This is an optimization exercise on Yosys and OpenROAD, whose aim is small area, a short achievable clock period and few clock cycles per item, not a production implementation.
The RTL was checked by simulation tests, not by an equivalence proof against the original design.
Power and IR drop assume default switching activity.

Setup of run a:
Design bark_difference_hash_bits_core, start of the top module:
module bark_difference_hash_bits_core #(
    parameter int NUM_BANDS    = 33,
    parameter int ENERGY_WIDTH = 32
) (
    input  logic                          aclk,
    input  logic                          aresetn,
    input  logic                          cfg_valid,
    output logic                          cfg_ready,
    input  bdh_pkg::cfg_idx_t             cfg_index,
    input  logic [bdh_pkg::CFG_DATA_W-1:0] cfg_data,
    input  logic                          s_tvalid,
    output logic                          s_tready,
    input  logic [bdh_pkg::S_TDATA_W-1:0] s_tdata,    
    input  logic [0:0]                    s_tuser,    
    output logic                          m_tvalid,
    input  logic                          m_tready,
    output logic [bdh_pkg::M_TDATA_W-1:0] m_tdata,
    output logic [0:0]                    m_tuser,    
    output logic                          m_tlast     
);
    localparam int NP = 32;      
    localparam int HW = 34;      
    logic [31:0] energy_thr_reg, diff_thr_reg;
    logic [5:0]  toggle_cnt_reg;
    logic        in_v_reg;               
    logic [31:0] in_e_reg;
    logic        in_u_reg;
    logic [5:0]  band_cnt_reg;           
    logic        band0_reg;              
    logic        first_reg;
    logic [31:0] prev_e_reg;
    logic [HW-1:0] a_reg;                
    logic [NP-1:0][32:0] dq;             
    logic          st_v_reg;
    logic [HW-1:0] st_h_reg;             
    logic          st_loud_reg;
    logic [4:0]    st_idx_reg;
    logic [31:0]   hash_acc_reg;
    logic [NP-1:0][HW-1:0] sh;           
  ...
Size: roughly 9,700 cells after synthesis, about 3,000 flip-flops, about 130 I/O pins, roughly 140,000 um2 of cells after synthesis.
Settings: LEC_CHECK=0, CAP_MARGIN=20, CORE_MARGIN=2, CORE_UTILIZATION=45, CTS_BUF_LIST=sky130_fd_sc_hd__clkbuf_8, CTS_CLUSTER_DIAMETER=50, CTS_CLUSTER_SIZE=16, SETUP_SLACK_MARGIN=5, SLEW_MARGIN=20; clock period 9.0 ns.
standard.sh (not shown) runs the stock make flow with config.mk's settings and CLKGATE_MAP_FILE= SYNTH_SCRIPT=/design/flow/synth_recipe.tcl, a recipe that flattens the netlist after the stock synthesis.
==> flow/flow/run.sh <==
#!/bin/bash
set -euo pipefail
sed -e 's/SETUP_SLACK_MARGIN=[0-9.]*/SETUP_SLACK_MARGIN=5.8/' standard.sh > standard_margin.sh
grep -q 'SETUP_SLACK_MARGIN=5.8' standard_margin.sh
bash standard_margin.sh > standard_flow.log 2>&1
Testbench counts of run a, summed over its fixed seeds: cycles 7,800, frames 192.
Edits applied to the flow inputs when going from run a to run b:
diff --git a/flow/design.v b/flow/design.v
--- a/flow/design.v
+++ b/flow/design.v
@@ -74,18 +74,19 @@
     logic [5:0]  toggle_cnt_reg;
     logic        in_v_reg;               
     logic [31:0] in_e_reg;
     logic        in_u_reg;
     logic [5:0]  band_cnt_reg;           
     logic        band0_reg;              
     logic        first_reg;
     logic [31:0] prev_e_reg;
     logic [HW-1:0] a_reg;                
+    logic [32:0]   dsel_reg;             
     logic [NP-1:0][32:0] dq;             
     logic          st_v_reg;
     logic [HW-1:0] st_h_reg;             
     logic          st_loud_reg;
     logic [4:0]    st_idx_reg;
     logic [31:0]   hash_acc_reg;
     logic [NP-1:0][HW-1:0] sh;           
     logic [NP-1:0][4:0]    sk;           
     logic [NP-1:0][4:0]    sx;           
@@ -106,23 +107,24 @@
     logic [5:0]  left_reg;               
     logic [31:0] sort_hash_reg;
     logic        m_valid_reg;
     logic [4:0]  m_rank_reg, m_idx_reg;
     logic        m_tv_reg, m_last_reg;
     logic        q_valid_reg;            
     logic [4:0]  q_rank_reg, q_idx_reg;
     logic        q_tv_reg, q_last_reg;
     logic step_reg, mv_reg, ins_reg, in_take_reg;
+    logic rst_d_reg;                     
     logic step, mv, ins, in_take;
-    assign step    = step_reg;
-    assign mv      = mv_reg;
-    assign ins     = ins_reg;
-    assign in_take = in_take_reg;
+    assign step    = step_reg && !rst_d_reg;
+    assign mv      = mv_reg && !rst_d_reg;
+    assign ins     = ins_reg && !rst_d_reg;
+    assign in_take = in_take_reg && !rst_d_reg;
     assign cfg_ready = 1'b1;
     assign s_tready  = !in_v_reg || in_take;
     logic in_v_n, st_v_n, fc_n, active_n, m_valid_n, q_valid_n, rank0_n, zero_n, band0_n;
     logic step_n, ins_ok_n;
     always_comb begin
         in_v_n    = (s_tvalid && s_tready) || (in_v_reg && !in_take);
         st_v_n    = (in_take && !band0_reg) || (st_v_reg && !ins);
         fc_n      = ins && (st_idx_reg == 5'd31);
         active_n  = fc_reg || (active_reg && !(step && (zero_reg || left_reg == 6'd1)));
@@ -130,35 +132,35 @@
             m_valid_n = q_valid_reg || step;
             q_valid_n = 1'b0;
         end else begin
             m_valid_n = m_valid_reg;
             q_valid_n = q_valid_reg || step;
         end
         rank0_n   = fc_reg || (rank0_reg && !step);
         zero_n    = fc_reg ? (toggle_cnt_reg == 6'd0) : zero_reg;
         band0_n   = in_take ? (!band0_reg && band_cnt_reg == 6'd32) : band0_reg;
-        if (!aresetn) begin
-            in_v_n = 1'b0; st_v_n = 1'b0; fc_n = 1'b0; active_n = 1'b0;
-            m_valid_n = 1'b0; q_valid_n = 1'b0; band0_n = 1'b1;
-        end
         step_n   = active_n && !q_valid_n && (!rank0_n || !m_valid_n);
         ins_ok_n = !fc_n && (!active_n || step_n);
     end
     logic [32:0]   d_new;
     logic [HW-1:0] h_new, a_next;
     logic          loud, first_next;
     assign d_new  = {1'b0, prev_e_reg} - {1'b0, in_e_reg};
     assign h_new  = a_reg - {2'b00, in_e_reg};
     assign loud   = (prev_e_reg > energy_thr_reg) || (in_e_reg > energy_thr_reg);
     assign first_next = band0_reg ? (first_reg || in_u_reg) : first_reg;
-    assign a_next = {2'b00, in_e_reg}
-                  - (first_next ? {HW{1'b0}}
-                                : (band0_reg ? {dq[0][32], dq[0]} : {dq[1][32], dq[1]}));
+    assign a_next = first_next ? {2'b00, in_e_reg}
+                               : {2'b00, in_e_reg} - {dsel_reg[32], dsel_reg};
+    logic [32:0] dsel_n;
+    always_comb begin
+        if (in_take && !band0_reg) dsel_n = band0_n ? dq[1] : dq[2];
+        else                       dsel_n = band0_n ? dq[0] : dq[1];
+    end
     logic h_bit;
     assign h_bit = st_loud_reg && (st_h_reg > {1'b1, 1'b0, diff_thr_reg});
     logic [NP-1:0] lt, gt;               
     genvar gn;
     generate
         for (gn = 0; gn < NP; gn++) begin : g_cmp
             assign lt[gn] = lm_reg[gn] && (sh[gn] < st_h_reg);
             assign gt[gn] = lm_reg[gn] && !(sh[gn] < st_h_reg) && !(sh[gn] == st_h_reg);
         end
@@ -295,18 +297,20 @@
         end
         if (step) begin
             rank_reg   <= rank1_reg;
             rank1_reg  <= rank1_reg + 5'd1;
             rank0_reg  <= 1'b0;
             left_reg   <= left_reg - 6'd1;
             mask_reg   <= {1'b0, mask_reg[NP-1:1]};
         end
         pend_reg <= fc_reg;
+        dsel_reg <= dsel_n;
+        rst_d_reg <= !aresetn;
         step_reg    <= step_n;
         mv_reg      <= step_n && !zero_n;
         ins_reg     <= st_v_n && ins_ok_n;
         in_take_reg <= in_v_n && (band0_n || !st_v_n || ins_ok_n);
         if (fc_reg) begin
             rank_reg  <= 5'd0;
             rank1_reg <= 5'd1;
             rank0_reg <= 1'b1;
             left_reg  <= (toggle_cnt_reg > 6'd32) ? 6'd32 : toggle_cnt_reg;
==> comparison <==
Looking at run a and run b, the xor-xnor portion of the synthesized cell area is a wash. Run a → run b: global-route usage grew by 0.44 points, routed wire length moved up. When run b is set beside run a, its total core area turns out to be about 0.9% larger. The higher logic gate share of total power came out of run b. Summary: with run a as the reference, static leakage power in run b moved down slightly. Looking at run a and run b, the non-clock buffer share of cell area is a wash. In run b, total power is higher than in run a.
Testbench counts of run b, summed over its fixed seeds: cycles 7,800, frames 192.

bark_difference_hash_bits_core, a different RTL version from the one above (not shown whole).
Size in the first run: about 3000 flip-flops.
clock: 9.0 ns
lec_check: 0
cap_margin: 20
core_margin: 2
core_utilization: 45
cts_buf_list: sky130_fd_sc_hd__clkbuf_8
cts_cluster_diameter: 50
cts_cluster_size: 16
setup_slack_margin: 5
slew_margin: 20
Scripts as last shown in full above: flow/flow/run.sh
Testbench counts at the start, summed over its fixed seeds: cycles 7,800, frames 192.
Next try:
--- a/flow/design.v
+++ b/flow/design.v
@@ -113,21 +113,22 @@
     logic [4:0]  q_rank_reg, q_idx_reg;
     logic        q_tv_reg, q_last_reg;
     logic step_reg, mv_reg, ins_reg, in_take_reg;
     logic rst_d_reg;                     
     logic step, mv, ins, in_take;
     assign step    = step_reg && !rst_d_reg;
     assign mv      = mv_reg && !rst_d_reg;
     assign ins     = ins_reg && !rst_d_reg;
     assign in_take = in_take_reg && !rst_d_reg;
     assign cfg_ready = 1'b1;
-    assign s_tready  = !in_v_reg || in_take;
+    logic s_tready_reg;                  
+    assign s_tready  = s_tready_reg;
     logic in_v_n, st_v_n, fc_n, active_n, m_valid_n, q_valid_n, rank0_n, zero_n, band0_n;
     logic step_n, ins_ok_n;
     always_comb begin
         in_v_n    = (s_tvalid && s_tready) || (in_v_reg && !in_take);
         st_v_n    = (in_take && !band0_reg) || (st_v_reg && !ins);
         fc_n      = ins && (st_idx_reg == 5'd31);
         active_n  = fc_reg || (active_reg && !(step && (zero_reg || left_reg == 6'd1)));
         if (!m_valid_reg || m_tready) begin
             m_valid_n = q_valid_reg || step;
             q_valid_n = 1'b0;
@@ -304,20 +305,21 @@
             left_reg   <= left_reg - 6'd1;
             mask_reg   <= {1'b0, mask_reg[NP-1:1]};
         end
         pend_reg <= fc_reg;
         dsel_reg <= dsel_n;
         rst_d_reg <= !aresetn;
         step_reg    <= step_n;
         mv_reg      <= step_n && !zero_n;
         ins_reg     <= st_v_n && ins_ok_n;
         in_take_reg <= in_v_n && (band0_n || !st_v_n || ins_ok_n);
+        s_tready_reg <= !aresetn || !in_v_n || (band0_n || !st_v_n || ins_ok_n);
         if (fc_reg) begin
             rank_reg  <= 5'd0;
             rank1_reg <= 5'd1;
             rank0_reg <= 1'b1;
             left_reg  <= (toggle_cnt_reg > 6'd32) ? 6'd32 : toggle_cnt_reg;
             zero_reg  <= (toggle_cnt_reg == 6'd0);
             mask_reg  <= '1;
         end
         if (!aresetn) begin
             energy_thr_reg <= 32'd25600;
First-iteration DRC count increases by a few percent.
Design area is about the same.
Utilization barely changes.
Power decreases slightly.
Clock skew decreases by 0.019 ns.
Non-clock buffer count increases by 19.
Clock-buffer cell count increases by 3.
Worst setup slack improves by 0.26 ns.
Sequential power is about the same.
Wire length increases by a few percent.
Global-route usage increases by 0.61 points.
Maximum frequency increases by a little under a tenth.
Via count increases slightly.
Cell count increases slightly.
Testbench counts after the change, summed over its fixed seeds: cycles 7,800, frames 192.

static timing again, ports no longer ideal:
Ports are ideal in the flow. The routed layouts listed here were re-timed in OpenROAD.
Step 1: set_driving_cell puts a clkbuf_16 on aclk and a buf_2 on each other input, an assumption about the parent block.
Step 2 moves the port delays by t, midway between the first and last clock arrival at a register: inputs arrive t later, outputs are due t later. That takes back most of the time a late clock gives input paths.
Three values: no drivers, after step 1, after step 2; two values: the first two.
| run | t, ns | setup slack, ns | pins driven straight from the clock port |
|---|---|---|---|
| run a | 1.129 | 5.455 / 5.379 / 5.054 | 1 |
| run b | 1.129 | 5.185 / 5.087 / 5.191 | 1 |
| the first run of note 2 | 1.165 | 5.099 / 4.994 / 4.985 | 1 |
| the second run of note 2 | 1.157 | 5.361 / 5.266 / 4.849 | 1 |
After both steps setup and hold are still met in every run listed. For the second run of note 2, which loses most, drivers alone change the setup slack by -0.095 ns; drivers and shift together by -0.512 ns.
